This design comes from an exercise in tuning for small area, a short achievable clock period and few clock cycles on the open sky130 flow, not from production work.
Where RTL was checked, it was by simulation tests only, not by an equivalence proof against the original.
Function not checked in run 1: the RTL went through the layout flow alone.

==> flow/design.v (outline; a module is shown in full before it is edited, if it fits) <==
// module euler_fa: 4 lines
// module euler_booth_enc: 15 lines
// module euler_mac: 1422 lines
// module euler_mac_cs: 1426 lines
// module euler_axis: 55 lines
// module euler_step: 77 lines
module euler_step
#(
  parameter int N    = fixed_pkg::N_DEF,
  parameter int AXES = fixed_pkg::AXES_DEF
) (
  input  logic              clk,
  input  logic              rst_n,
  input  logic              in_valid,
  output logic              in_ready,
  input  logic [N*AXES-1:0] in_pos,
  input  logic [N*AXES-1:0] in_vel,
  input  logic [N*AXES-1:0] in_acc,
  input  logic [N-1:0]      in_dt,
  output logic              out_valid,
  input  logic              out_ready,
  output logic [N*AXES-1:0] out_pos,
  output logic [N*AXES-1:0] out_vel,
  output logic [31:0]       step_cnt
);
  // ...
==> flow/flow/run.sh <==
#!/bin/bash
# Standard ORFS layout (the standard.sh, unchanged synthesis), but with timing repair
# aimed at a tighter setup target: SETUP_SLACK_MARGIN asks repair_timing for that much
# slack at the design's own clock and constraints (constraint.sdc is not changed).
set -euo pipefail
MARGIN=$(cat flow/margin.txt)
bash standard.sh SETUP_SLACK_MARGIN=$MARGIN TNS_END_PERCENT=100 finish > run_make.log 2>&1
==> flow/flow/margin.txt <==
14.3
==> flow/standard.sh <==
#!/bin/bash
# synth_recipe.tcl (not shown) runs the flow's synth.tcl, then flattens the netlist and writes it again
# the make line also repeats each setting of config.mk as NAME=value (left out here)
make -C /OpenROAD-flow-scripts/flow DESIGN_CONFIG=/design/flow/config.mk WORK_HOME=/design/flow/orfs CLKGATE_MAP_FILE= SYNTH_SCRIPT=/design/flow/synth_recipe.tcl "${@:-finish}"
==> flow/config.mk <==
export PLATFORM = sky130hd
export DESIGN_NAME = euler_step
export DESIGN_NICKNAME = euler_step
export VERILOG_FILES = /design/flow/design.v
export SDC_FILE = /design/flow/constraint.sdc
export NUM_CORES = 4
export LEC_CHECK = 0
export CAP_MARGIN = 20
export CORE_MARGIN = 2
export CORE_UTILIZATION = 40
export SLEW_MARGIN = 20
export SYNTH_HIERARCHICAL = 1
==> flow/constraint.sdc <==
create_clock -name core_clock -period 20.0 [get_ports {clk}]
set_input_delay 4.0000 -clock core_clock [delete_from_list [all_inputs] [get_ports {clk}]]
set_output_delay 4.0000 -clock core_clock [all_outputs]
set_load 0.01 [all_outputs]
==> summary.txt, run 1 <==
number of non-filler instances in the completed layout = 18870
run status = timing/DRC/antenna clean
area added between synthesis and finish = 14.0%
fraction of the mapped netlist area in compound gates = 0.149
Filler cells = 37335
CP Data Required Time = 20.65 ns
Final Hold Vio Count = 0
worst setup path startpoint = g_axis[0].u_axis.t1_vc
total core area = 0.412 mm^2
ys async rst share = 0.0274
max-capacitance violation count = 0
die height = 647 um
top area cells in the synthesized netlist = fa_1, edfxtp_1, xnor2_1
multi-input combinational cell count = 10304
number of search-and-repair iterations in the first detailed-routing pass = 9
slowest cell on the critical path = fa_2
number of clock buffer instances in the layout = 205
total global routing track utilization = 0.295
worst hold path endpoint = g_axis[0].u_axis.t1_pos[29]
final-report max-slew violation count = 0
Final TNS setup = 0 ns
Mapped Area = 0.165 mm^2
crit start category = register
number of buffers inserted during clock tree synthesis = 177
delay of the slowest critical-path stage = 0.59 ns
number of antenna diodes = 12
count of sequential standard cells = 1388
Top Family by Delay on Critical Path = adder cells
clock latency (worst-skew pair) = 0.97 ns
fraction of post-synthesis cell area in the top cell type by area = 0.315
==> module euler_axis, before the edit <==
module euler_axis (
  input  logic        clk,
  input  logic        go,         
  input  logic        push,       
  input  logic        out_load,   
  input  logic        from_skid,  
  input  logic [31:0] in_pos,
  input  logic [31:0] in_vel,
  input  logic [31:0] in_acc,
  input  logic [15:0] one0, two0, neg0,    
  input  logic [15:0] one1, two1, neg1,    
  output logic [31:0] out_pos,
  output logic [31:0] out_vel
);
  logic [31:0] s0_pos, s0_vel, s0_acc;
  logic [31:0] t1_pos, t1_v0, t1_v1;
  logic        t1_vc;
  logic [31:0] t2_vel, t2_p0, t2_p1;
  logic        t2_pc;
  logic [31:0] sk_pos, sk_vel;
  logic [31:0] o_pos, o_vel;
  logic [31:0] v0_new, v1_new, p0_new, p1_new;
  logic        vc_new, pc_new;
  euler_mac_cs u_mac1 (.a(s0_acc), .one(one0), .two(two0), .neg(neg0), .c(s0_vel),
                       .hi0(v0_new), .hi1(v1_new), .cy(vc_new));
  wire [31:0] v_new = t1_v0 + t1_v1 + {31'd0, t1_vc};
  euler_mac_cs u_mac2 (.a(v_new), .one(one1), .two(two1), .neg(neg1), .c(t1_pos),
                       .hi0(p0_new), .hi1(p1_new), .cy(pc_new));
  wire [31:0] p_new = t2_p0 + t2_p1 + {31'd0, t2_pc};
  always_ff @(posedge clk) begin
    if (go) begin
      s0_pos <= in_pos;
      s0_vel <= in_vel;
      s0_acc <= in_acc;
      t1_pos <= s0_pos;
      t1_v0  <= v0_new;
      t1_v1  <= v1_new;
      t1_vc  <= vc_new;
      t2_vel <= v_new;
      t2_p0  <= p0_new;
      t2_p1  <= p1_new;
      t2_pc  <= pc_new;
    end
    if (push) begin
      sk_pos <= p_new;
      sk_vel <= t2_vel;
    end
    if (out_load) begin
      o_pos <= from_skid ? sk_pos : p_new;
      o_vel <= from_skid ? sk_vel : t2_vel;
    end
  end
  assign out_pos = o_pos;
  assign out_vel = o_vel;
endmodule
==> module euler_step, before the edit <==
module euler_step
#(
  parameter int N    = fixed_pkg::N_DEF,
  parameter int AXES = fixed_pkg::AXES_DEF
) (
  input  logic              clk,
  input  logic              rst_n,
  input  logic              in_valid,
  output logic              in_ready,
  input  logic [N*AXES-1:0] in_pos,
  input  logic [N*AXES-1:0] in_vel,
  input  logic [N*AXES-1:0] in_acc,
  input  logic [N-1:0]      in_dt,
  output logic              out_valid,
  input  logic              out_ready,
  output logic [N*AXES-1:0] out_pos,
  output logic [N*AXES-1:0] out_vel,
  output logic [31:0]       step_cnt
);
  logic        go_q;
  logic        s0_valid, t1_valid, t2_valid, o_valid, sk_valid;
  logic [31:0] cnt_q;
  logic [15:0] one_in, two_in, neg_in;
  logic [15:0] one0, two0, neg0, one1, two1, neg1;
  wire push     = go_q && t2_valid;
  wire pop      = o_valid && out_ready;
  wire out_load = !o_valid || out_ready;
  wire o_valid_d  = out_load ? (sk_valid || push) : 1'b1;
  wire sk_valid_d = out_load ? (sk_valid && push) : (sk_valid || push);
  euler_booth_enc u_enc (.b(in_dt), .one(one_in), .two(two_in), .neg(neg_in));
  always_ff @(posedge clk or negedge rst_n) begin
    if (!rst_n) begin
      go_q     <= 1'b1;
      s0_valid <= 1'b0;
      t1_valid <= 1'b0;
      t2_valid <= 1'b0;
      o_valid  <= 1'b0;
      sk_valid <= 1'b0;
      cnt_q    <= '0;
    end else begin
      if (go_q) begin
        s0_valid <= in_valid;
        t1_valid <= s0_valid;
        t2_valid <= t1_valid;
      end
      o_valid  <= o_valid_d;
      sk_valid <= sk_valid_d;
      go_q     <= !(o_valid_d && sk_valid_d);
      if (pop) cnt_q <= cnt_q + 32'd1;
    end
  end
  always_ff @(posedge clk) begin
    if (go_q) begin
      one0 <= one_in; two0 <= two_in; neg0 <= neg_in;
      one1 <= one0;   two1 <= two0;   neg1 <= neg0;
    end
  end
  assign in_ready  = go_q;
  assign out_valid = o_valid;
  assign step_cnt  = cnt_q;
  for (genvar i = 0; i < AXES; i++) begin : g_axis
    euler_axis u_axis (
      .clk       (clk),
      .go        (go_q),
      .push      (push),
      .out_load  (out_load),
      .from_skid (sk_valid),
      .in_pos    (in_pos[i*N +: N]),
      .in_vel    (in_vel[i*N +: N]),
      .in_acc    (in_acc[i*N +: N]),
      .one0 (one0), .two0 (two0), .neg0 (neg0),
      .one1 (one1), .two1 (two1), .neg1 (neg1),
      .out_pos   (out_pos[i*N +: N]),
      .out_vel   (out_vel[i*N +: N])
    );
  end
endmodule
==> run 2, diff against run 1 <==
--- a/flow/design.v
+++ b/flow/design.v
@@ -2889,2 +2889,3 @@
   input  logic        clk,
+  input  logic        s0_load,    
   input  logic        go,         
@@ -2896,4 +2897,3 @@
   input  logic [31:0] in_acc,
-  input  logic [15:0] one0, two0, neg0,    
-  input  logic [15:0] one1, two1, neg1,    
+  input  logic [31:0] in_dt,
   output logic [31:0] out_pos,
@@ -2901,5 +2901,6 @@
 );
+  logic [15:0] one_in, two_in, neg_in;
+  logic [15:0] one0, two0, neg0, one1, two1, neg1;
   logic [31:0] s0_pos, s0_vel, s0_acc;
-  logic [31:0] t1_pos, t1_v0, t1_v1;
-  logic        t1_vc;
+  logic [31:0] t1_pos, t1_vel;
   logic [31:0] t2_vel, t2_p0, t2_p1;
@@ -2908,12 +2909,15 @@
   logic [31:0] o_pos, o_vel;
-  logic [31:0] v0_new, v1_new, p0_new, p1_new;
-  logic        vc_new, pc_new;
-  euler_mac_cs u_mac1 (.a(s0_acc), .one(one0), .two(two0), .neg(neg0), .c(s0_vel),
-                       .hi0(v0_new), .hi1(v1_new), .cy(vc_new));
-  wire [31:0] v_new = t1_v0 + t1_v1 + {31'd0, t1_vc};
-  euler_mac_cs u_mac2 (.a(v_new), .one(one1), .two(two1), .neg(neg1), .c(t1_pos),
+  logic [31:0] v_new, p0_new, p1_new;
+  logic        pc_new;
+  euler_booth_enc u_enc (.b(in_dt), .one(one_in), .two(two_in), .neg(neg_in));
+  euler_mac    u_mac1 (.a(s0_acc), .one(one0), .two(two0), .neg(neg0), .c(s0_vel), .y(v_new));
+  euler_mac_cs u_mac2 (.a(t1_vel), .one(one1), .two(two1), .neg(neg1), .c(t1_pos),
                        .hi0(p0_new), .hi1(p1_new), .cy(pc_new));
-  wire [31:0] p_new = t2_p0 + t2_p1 + {31'd0, t2_pc};
+  wire [32:0] p_sum = {t2_p0, 1'b1} + {t2_p1, t2_pc};
+  wire [31:0] p_new = p_sum[32:1];
   always_ff @(posedge clk) begin
-    if (go) begin
+    if (s0_load) begin
+      one0   <= one_in;
+      two0   <= two_in;
+      neg0   <= neg_in;
       s0_pos <= in_pos;
@@ -2921,7 +2925,10 @@
       s0_acc <= in_acc;
+    end
+    if (go) begin
+      one1   <= one0;
+      two1   <= two0;
+      neg1   <= neg0;
       t1_pos <= s0_pos;
-      t1_v0  <= v0_new;
-      t1_v1  <= v1_new;
-      t1_vc  <= vc_new;
-      t2_vel <= v_new;
+      t1_vel <= v_new;
+      t2_vel <= t1_vel;
       t2_p0  <= p0_new;
@@ -2961,7 +2968,6 @@
 );
-  logic        go_q;
+  logic        go_q, rdy_q;
   logic        s0_valid, t1_valid, t2_valid, o_valid, sk_valid;
   logic [31:0] cnt_q;
-  logic [15:0] one_in, two_in, neg_in;
-  logic [15:0] one0, two0, neg0, one1, two1, neg1;
+  wire s0_load  = go_q || !s0_valid;
   wire push     = go_q && t2_valid;
@@ -2971,6 +2977,6 @@
   wire sk_valid_d = out_load ? (sk_valid && push) : (sk_valid || push);
-  euler_booth_enc u_enc (.b(in_dt), .one(one_in), .two(two_in), .neg(neg_in));
   always_ff @(posedge clk or negedge rst_n) begin
     if (!rst_n) begin
-      go_q     <= 1'b1;
+      go_q     <= 1'b0;
+      rdy_q    <= 1'b0;
       s0_valid <= 1'b0;
@@ -2982,4 +2988,4 @@
     end else begin
+      if (s0_load) s0_valid <= in_valid;
       if (go_q) begin
-        s0_valid <= in_valid;
         t1_valid <= s0_valid;
@@ -2990,2 +2996,3 @@
       go_q     <= !(o_valid_d && sk_valid_d);
+      rdy_q    <= !(o_valid_d && sk_valid_d) || !(s0_load ? in_valid : s0_valid);
       if (pop) cnt_q <= cnt_q + 32'd1;
@@ -2993,9 +3000,3 @@
   end
-  always_ff @(posedge clk) begin
-    if (go_q) begin
-      one0 <= one_in; two0 <= two_in; neg0 <= neg_in;
-      one1 <= one0;   two1 <= two0;   neg1 <= neg0;
-    end
-  end
-  assign in_ready  = go_q;
+  assign in_ready  = rdy_q;
   assign out_valid = o_valid;
@@ -3005,2 +3006,3 @@
       .clk       (clk),
+      .s0_load   (s0_load),
       .go        (go_q),
@@ -3012,4 +3014,3 @@
       .in_acc    (in_acc[i*N +: N]),
-      .one0 (one0), .two0 (two0), .neg0 (neg0),
-      .one1 (one1), .two1 (two1), .neg1 (neg1),
+      .in_dt     (in_dt),
       .out_pos   (out_pos[i*N +: N]),
==> flow/flow/margin.txt (replaced) <==
14.5
--- a/flow/config.mk
+++ b/flow/config.mk
@@ -7,2 +7,3 @@
 export LEC_CHECK = 0
+export ABC_CLOCK_PERIOD_IN_PS = 5000
 export CAP_MARGIN = 20
==> run 2 against run 1 <==
Against the previous run:
- still clean
- hold slack gained 0.013 ns
- final cell count grew 6.3%
- area after synthesis up 3.4%
- synthesized cell count up 5.4%
- critical endpoint is now g_axis[2].u_axis.t1_vel[29]
- design area up 4.3%
- global-route usage is 1.4 points lower
==> summary.txt, run 2 <==
run status = timing/DRC/antenna clean
largest net degree at the start of global routing = 136
worst setup slack for register-to-register paths = 13.99 ns
total global routing track utilization = 0.281 (-0.0143)
highest-count cells in the layout ignoring fill and taps = xnor2_1, a22oi_1, fa_1
ranking of synthesized cells by instance count = xnor2_1, a22oi_1, fa_1, edfxtp_1, clkbuf_1
Hold/Removal Path Class = reg -> reg
instance count along the most critical hold path = 0
critical setup path kind = reg -> reg
Final TNS setup = 0 ns (unchanged)
sequential fraction of the synthesis area = 0.259
largest fanout on the critical path = 4
Final Hold Vio Count = 0 (unchanged)
clock period minus final worst setup slack = 6.01 ns
Most used DFF post-synth = edfxtp_1
instance count of the mapped netlist = 14318
slowest cell on the critical path = fa_1
final count of negative-setup-slack endpoints = 0
per-cell routed wire length = 30.9 um
critical path buffer and inverter count = 3
worst setup path startpoint = g_axis[2].u_axis.two0[4]
fin crit share = 0.301
most common cell type on the critical path = fa_1
number of buffers inserted during clock tree synthesis = 179 (+1.1%)
delay of the slowest critical-path stage = 0.54 ns (-0.05 ns)
clock latency (worst-skew pair) = 0.93 ns (-0.04 ns)
floorplan die width = 657 um
arrival time at the worst endpoint = 6.68 ns
number of enable flip-flop cells after synthesis = 1443
share of cells above drive strength 1 = 0.182
DRC violations left = 0
Clock Tree Root = clkbuf_16
Worst R2R Start = g_axis[2].u_axis.two0[4]
count of port buffers added during placement = 549
half-perimeter wire length after placement = 391 mm
library cell occupying the most area in the post-synthesis netlist = fa_1
ys async rst share = 0.0263 (-0.00106)
area added between synthesis and finish = 15.0%
gp weighted congestion = 0.936
yosys warns = 8
total vias in the final route = 124822
die height = 657 um (+1.7%)
Max Buffers Root-to-Sink = 4
unrepaired setup endpoints after global routing = true
worst reg2reg path depth = 19
dpl ws = 12.80 ns
fraction of post-synthesis cell area in the top cell type by area = 0.304 (-0.0113)
placement-stage cell area = 0.179 mm^2
boundary pin count = 550
fmax = 0.166 GHz
crit start category = register
final-report max-slew violation count = 0 (unchanged)
r2r endpoint = g_axis[2].u_axis.t1_vel[29]
via count of the first global-routing pass = 129461
Total Wirelength = 621 mm
most common cell in the synthesized netlist = xnor2_1
max-capacitance violation count = 0 (unchanged)
post-synth cell types = 86
starting utilization of the core area = 0.403
per-cell via count in the routed design = 6.22
worst-case clock skew = 0.0564 ns
launch point of the worst hold path = g_axis[1].u_axis.s0_pos[16]
TritonCTS clock tree = built
clock-pin slew reported for the worst setup and hold paths after clock tree synthesis = 0.06 ns
total number of clock tree sinks = 1482
kind of capture point of the worst setup path = register
wire length of the first global-routing pass = 905 mm
relative slew slack = 0.222
Mapped Area = 0.171 mm^2 (+3.4%)
maximum level of the CTS H-tree = 4
total die area = 0.432 mm^2
number of nets in the layout = 17642
worst path cell trace = buf_6 -> bufbuf_16 -> a22oi_2 -> xnor2_2 -> fa_1 -> fa_1 -> fa_2 -> fa_1 -> fa_1 -> fa_1 -> ha_4 -> nand4_1 -> nand2b_4 -> nor4_4 -> a21oi_2 -> buf_6 -> o41ai_4 -> a221oi_2 -> xnor2_1
total number of placement rows = 239
top area cells in the synthesized netlist = fa_1, edfxtp_1, xnor2_1
CP Data Required Time = 20.67 ns (+0.02 ns)
Remaining Overflow, GRT = 0
slew at the pin with the worst max-slew slack = 1.17 ns
number of register bits inferred by synthesis = 1482
Top Family by Delay on Critical Path = adder cells
initial drt markers = 15388
most common cell after layout, fill and taps aside = xnor2_1
remaining number of nets flagged by the antenna check after routing = 0
mean instance size in the synthesized netlist = 11.9 um^2
number of search-and-repair iterations in the first detailed-routing pass = 8 (-1)
final worst setup slack = 13.99 ns
number of antenna violations at the first check in global routing = 66
summed area of non-filler cells in the final layout = 0.196 mm^2
worst hold path endpoint = g_axis[1].u_axis.t1_pos[16]
total core area = 0.424 mm^2 (+2.9%)
[run 2: changes by cell type in the layout (fill, tap and decap cells not counted), moves of 73 or more]
cell | before | now
xnor2_1 | 2723 | 2804
dlygate4sd2_1 | 195 | 0
ha_4 | 18 | 91
fa_1 | 1911 | 2276
buf_2 | 2 | 213
fa_2 | 693 | 319
buf_4 | 475 | 572
edfxtp_1 | 1350 | 1443
nand2_1 | 228 | 381
[run 2: area by class of cell]
cell class | instances | area (um^2)
sequential | 1482 | 44300
multi-input combinational | 11013 | 123000
inverter | 59 | 225
timing repair buffer | 1489 | 15600
clock buffer | 209 | 4600
clock inverter | 118 | 1220
antenna | 35 | 87.6
fill | 38045 | 228000
tap | 5663 | 7090
[run 2: how the worst max path moves through the flow]
stage	endpoint	slack [ns]	cells past startpoint
global placement	g_axis[1].u_axis.o_vel[29]	12.85	4
CTS	g_axis[2].u_axis.t1_vel[31]	14.08	18
finish	g_axis[2].u_axis.t1_vel[29]	13.99	19
detailed placement	g_axis[1].u_axis.o_vel[23]	12.80	4
floorplan	s0_valid	9.16	2
global route	g_axis[2].u_axis.t1_vel[29]	13.88	19
[run 2: layer usage]
metal | vias up | part of all wire | track usage
met5 | - | 0.00049 | 0.00188
met4 | 30 | 0.058 | 0.140
met3 | 1758 | 0.11 | 0.0727
met2 | 8344 | 0.44 | 0.428
met1 | 64238 | 0.38 | 0.370
li1 | 50452 | - | -
[run 2: cell families after synthesis]
kind of cell / synth area share
AO/OA/AOI/OAI: 0.154
XOR/XNOR: 0.156
AND/OR/NAND/NOR: 0.0308
multiplexers: 0.00908
adder cells (fa/ha/maj): 0.341
flip-flops: 0.259
buffers and inverters: 0.0494
other: 0.000132
[run 2: per-module statistics from Yosys (local to each module, per instance)]
module | cells | flip-flops and latches | times used | cell area (um^2)
euler_booth_enc | 78 | 0 | 3 | 544
euler_fa | 1 | 0 | 2592 | 20.0
euler_mac | 1582 | 0 | 3 | 11400
euler_mac_cs | 1300 | 0 | 3 | 9740
euler_step | 149 | 39 | 1 | 1730
euler_axis | 899 | 481 | 3 | 17400
[run 2: per-stage QoR]
step                utilization  instances  hold slack [ns]
finish                    0.463      20068            0.407
global route              0.463      20055            0.408
CTS                       0.456      19944            0.375
detailed placement        0.422      19248            0.405
global placement          0.422      19248            0.403
floorplan                     -      14366            0.400
[run 2: timing repair]
action	in CTS	in global routing
pin swaps	393	393
hold endpoints to repair	0	0
gates cloned	68	7
setup endpoints to repair	366	167
hold buffers	0	0
setup buffers	301	81
gates resized for setup	2204	438
Testbench counts of run 2, summed over its fixed seeds: cycles 4,128.
==> run 3, diff against run 2 <==
--- a/flow/design.v
+++ b/flow/design.v
@@ -2905,14 +2905,8 @@
   logic [31:0] t1_pos, t1_vel;
-  logic [31:0] t2_vel, t2_p0, t2_p1;
-  logic        t2_pc;
   logic [31:0] sk_pos, sk_vel;
   logic [31:0] o_pos, o_vel;
-  logic [31:0] v_new, p0_new, p1_new;
-  logic        pc_new;
+  logic [31:0] v_new, p_new;
   euler_booth_enc u_enc (.b(in_dt), .one(one_in), .two(two_in), .neg(neg_in));
-  euler_mac    u_mac1 (.a(s0_acc), .one(one0), .two(two0), .neg(neg0), .c(s0_vel), .y(v_new));
-  euler_mac_cs u_mac2 (.a(t1_vel), .one(one1), .two(two1), .neg(neg1), .c(t1_pos),
-                       .hi0(p0_new), .hi1(p1_new), .cy(pc_new));
-  wire [32:0] p_sum = {t2_p0, 1'b1} + {t2_p1, t2_pc};
-  wire [31:0] p_new = p_sum[32:1];
+  euler_mac u_mac1 (.a(s0_acc), .one(one0), .two(two0), .neg(neg0), .c(s0_vel), .y(v_new));
+  euler_mac u_mac2 (.a(t1_vel), .one(one1), .two(two1), .neg(neg1), .c(t1_pos), .y(p_new));
   always_ff @(posedge clk) begin
@@ -2932,6 +2926,2 @@
       t1_vel <= v_new;
-      t2_vel <= t1_vel;
-      t2_p0  <= p0_new;
-      t2_p1  <= p1_new;
-      t2_pc  <= pc_new;
     end
@@ -2939,3 +2929,3 @@
       sk_pos <= p_new;
-      sk_vel <= t2_vel;
+      sk_vel <= t1_vel;
     end
@@ -2943,3 +2933,3 @@
       o_pos <= from_skid ? sk_pos : p_new;
-      o_vel <= from_skid ? sk_vel : t2_vel;
+      o_vel <= from_skid ? sk_vel : t1_vel;
     end
@@ -2969,6 +2959,6 @@
   logic        go_q, rdy_q;
-  logic        s0_valid, t1_valid, t2_valid, o_valid, sk_valid;
+  logic        s0_valid, t1_valid, o_valid, sk_valid;
   logic [31:0] cnt_q;
   wire s0_load  = go_q || !s0_valid;
-  wire push     = go_q && t2_valid;
+  wire push     = go_q && t1_valid;
   wire pop      = o_valid && out_ready;
@@ -2983,3 +2973,2 @@
       t1_valid <= 1'b0;
-      t2_valid <= 1'b0;
       o_valid  <= 1'b0;
@@ -2991,3 +2980,2 @@
         t1_valid <= s0_valid;
-        t2_valid <= t1_valid;
       end
==> run 3 against run 2 <==
Against the previous run:
- still clean
- die area is 5.2% lower
- count of clock-buffer cells in the layout is 28 lower
- routed wire length is 7.9% higher
- sequential share of layout area is 5.2 points lower
- clock skew is 0.043 ns higher
- via count is 2.4% higher
- setup slack worse by 0.49 ns
- final cell count hardly changed
- non-clock buffer count is 563 higher
- first-iteration DRC count is 7.9% higher
- largest cell class unchanged
==> summary.txt, run 3 <==
half-perimeter wire length after placement = 412 mm (+5.5%)
per-cell routed wire length = 33.4 um (+8.0%)
per-cell via count in the routed design = 6.37 (+2.5%)
clock period minus final worst setup slack = 6.50 ns (+0.490 ns)
worst path cell trace = buf_12 -> a22oi_1 -> xnor2_1 -> fa_1 -> fa_1 -> fa_2 -> fa_2 -> fa_1 -> fa_1 -> ha_4 -> and4_4 -> nand3_4 -> or3_4 -> a2111oi_4 -> a211oi_4 -> nand3_2 -> a31oi_1 -> xnor2_1 -> mux2_4
most common cell after layout, fill and taps aside = xnor2_1
arrival time at the worst endpoint = 7.13 ns (+0.45 ns)
TritonCTS clock tree = built
final count of negative-setup-slack endpoints = 0 (unchanged)
dpl ws = 12.90 ns (+0.0966 ns)
highest-count cells in the layout ignoring fill and taps = xnor2_1, a22oi_1, fa_1
instance count of the mapped netlist = 13872 (-3.1%)
number of register bits inferred by synthesis = 1190 (-20%)
fin crit share = 0.325 (+0.0245)
total vias in the final route = 127868 (+2.4%)
area added between synthesis and finish = 26.2%
slowest cell on the critical path = fa_1
Total Wirelength = 670 mm (+7.9%)
Top Family by Delay on Critical Path = adder cells
floorplan die width = 640 um (-2.6%)
number of nets in the layout = 17934 (+1.7%)
clock-pin slew reported for the worst setup and hold paths after clock tree synthesis = 0.06 ns (about the same)
final-report max-slew violation count = 0 (unchanged)
critical setup path kind = reg -> reg
Final TNS setup = 0 ns (unchanged)
max-capacitance violation count = 0 (unchanged)
ys async rst share = 0.0319 (+0.00562)
total number of clock tree sinks = 1190 (-20%)
clock latency (worst-skew pair) = 0.97 ns (+0.04 ns)
top area cells in the synthesized netlist = fa_1, edfxtp_1, xnor2_1
worst setup path startpoint = g_axis[1].u_axis.t1_vel[3]
ranking of synthesized cells by instance count = xnor2_1, a22oi_1, fa_1, clkbuf_1, edfxtp_1
fmax = 0.154 GHz (-7.5%)
most common cell type on the critical path = fa_1
largest net degree at the start of global routing = 101 (-26%)
mean instance size in the synthesized netlist = 11.7 um^2 (-2.2%)
sequential fraction of the synthesis area = 0.220 (-0.0399)
Final Hold Vio Count = 0 (unchanged)
remaining number of nets flagged by the antenna check after routing = 0 (unchanged)
kind of capture point of the worst setup path = register
DRC violations left = 0 (unchanged)
total number of placement rows = 233 (-2.5%)
launch point of the worst hold path = g_axis[2].u_axis.s0_pos[3]
Mapped Area = 0.162 mm^2 (-5.2%)
starting utilization of the core area = 0.402 (-0.000695)
number of antenna violations at the first check in global routing = 49 (-26%)
gp weighted congestion = 0.966 (+3.1%)
yosys warns = 8 (unchanged)
library cell occupying the most area in the post-synthesis netlist = fa_1
critical path buffer and inverter count = 1 (-2)
most common cell in the synthesized netlist = xnor2_1
fraction of post-synthesis cell area in the top cell type by area = 0.321 (+0.0164)
number of buffers inserted during clock tree synthesis = 155 (-13%)
run status = timing/DRC/antenna clean
die height = 640 um (-2.6%)
Most used DFF post-synth = edfxtp_1
worst-case clock skew = 0.0990 ns (+0.0425 ns)
post-synth cell types = 65 (-24%)
total die area = 0.410 mm^2 (-5.2%)
Clock Tree Root = clkbuf_16
slew at the pin with the worst max-slew slack = 1.07 ns (-0.0932 ns)
Remaining Overflow, GRT = 0 (unchanged)
final worst setup slack = 13.50 ns (-0.490 ns)
unrepaired setup endpoints after global routing = true
number of buffers inserted for hold repair after clock tree synthesis = 0 (unchanged)
relative slew slack = 0.282 (+0.0599)
Worst R2R Start = g_axis[1].u_axis.t1_vel[3]
Max Buffers Root-to-Sink = 4 (unchanged)
number of enable flip-flop cells after synthesis = 1152 (-20%)
total core area = 0.403 mm^2 (-5.1%)
Hold/Removal Path Class = reg -> reg
number of search-and-repair iterations in the first detailed-routing pass = 9 (+1)
via count of the first global-routing pass = 131510 (+1.6%)
total global routing track utilization = 0.318 (+0.0371)
largest fanout on the critical path = 34 (+30)
crit start category = register
initial drt markers = 16606 (+7.9%)
Filler cells = 34657 (-8.9%)
delay of the slowest critical-path stage = 0.54 ns (about the same)
count of port buffers added during placement = 549 (unchanged)
share of cells above drive strength 1 = 0.326 (+0.144)
maximum level of the CTS H-tree = 4 (unchanged)
wire length of the first global-routing pass = 954 mm (+5.4%)
boundary pin count = 550 (unchanged)
CP Data Required Time = 20.63 ns (-0.04 ns)
==> run 3: cell type report <==
class | count | area (um^2) | area share
diodes | 22 | 55.1 | 0.000270
clock buffers | 181 | 4000 | 0.0196
clock inverters | 95 | 1030 | 0.00503
inverters | 65 | 248 | 0.00121
multi-input cells | 11049 | 133000 | 0.652
flip-flops and latches | 1190 | 35600 | 0.174
well taps | 5405 | 6760 | 0.0331
repair buffers | 2052 | 23400 | 0.115
==> run 3: worst paths after layout <==
check / to / depth (start not counted) / slack, ns
max: g_axis[1].u_axis.o_pos[28] / 19 / 13.50
min: g_axis[2].u_axis.t1_pos[3] / 0 / 0.39
max reg2reg: g_axis[1].u_axis.o_pos[28] / 19 / 13.50
min reg2reg: g_axis[2].u_axis.t1_pos[3] / 0 / 0.39
max in group asynchronous: sk_valid / 1 / 16.13
min in group asynchronous: cnt_q[30] / 1 / 3.24
==> run 3: layer usage <==
metal  track usage  share of wire  vias up
li1              -              -    50534
met1         0.431           0.39    66225
met2         0.454           0.41     9169
met3        0.0985           0.13     1908
met4         0.166          0.065       32
met5       0.00165        0.00029        -
==> run 3: worst reg2reg max path, delay by kind of cell, from the launching register on <==
kind	cells	cell delay, ns
xor+xnor	2	0.32
compound gates	4	0.83
mux	1	0.27
fa+ha+maj	7	3.22
simple gates	4	0.87
flops	1	0.47
buf+inv	1	0.22
==> run 3: cells by family after synthesis <==
group,Yosys count,synth area share
buffers and inverters,1681,0.0436
other,6,0.000139
AOI/OAI and AO/OA,3634,0.162
adders and majority gates,3097,0.360
xor gates and xnor gates,3064,0.166
and+or+nand+nor,1006,0.0312
muxes,194,0.0177
DFF,1190,0.220
==> run 3: modules after synthesis, one instance, submodules excluded <==
module | cells | cell area, um^2 | copies in the design | flip-flops and latches
euler_axis | 455 | 12600 | 3 | 384
euler_step | 147 | 1700 | 1 | 38
euler_booth_enc | 78 | 544 | 3 | 0
euler_mac | 1589 | 11500 | 6 | 0
euler_fa | 1 | 20.0 | 2592 | 0
==> run 3: timing repair <==
action | in CTS | in global routing
endpoints found under the setup margin | 513 | 360
gates cloned | 102 | 17
pin swaps | 960 | 677
resized for setup | 3204 | 762
setup buffers | 631 | 234
==> run 3: metrics by stage <==
stage          hold slack (ns)  instance area [um^2]  instances  utilization
2_1_floorplan            0.400                172000      13920            -
3_5_place_dp             0.405                176000      18777        0.437
4_1_cts                  0.372                198000      19786        0.492
6_report                 0.387                204000      20059        0.507
3_3_place_gp             0.402                176000      18777        0.437
5_1_grt                  0.388                204000      20040        0.507
Testbench counts of run 3, summed over its fixed seeds: cycles 4,120.

-- re-timing with driven ports --
The results above use ideal ports. As a check the final layouts listed here were re-extracted and re-timed, cells and wires unchanged.
Step 1 assumes that a clkbuf_16 drives the clock port and a buf_2 every other input.
Step 2 adds t to the input delays and takes it off the output delays; t is the mean of the earliest and latest rising clock arrival at the registers after step 1. Input paths then give back, and output paths get back, about the clock's delay inside the block.
a / b / c = ideal / step 1 / step 2; a / b = the first two.
run	t, ns	setup WS [ns]	worst data-port slew with drivers (ns)
run 1	1.046	13.274 / 13.274 / 13.274	0.11
run 2	1.022	13.990 / 13.990 / 13.697	0.26
run 3	1.028	13.500 / 13.500 / 13.500	0.16
After both steps every run listed still meets setup and hold. For run 2, which loses most, drivers alone change the setup slack by 0.000 ns; drivers and shift together by -0.293 ns.
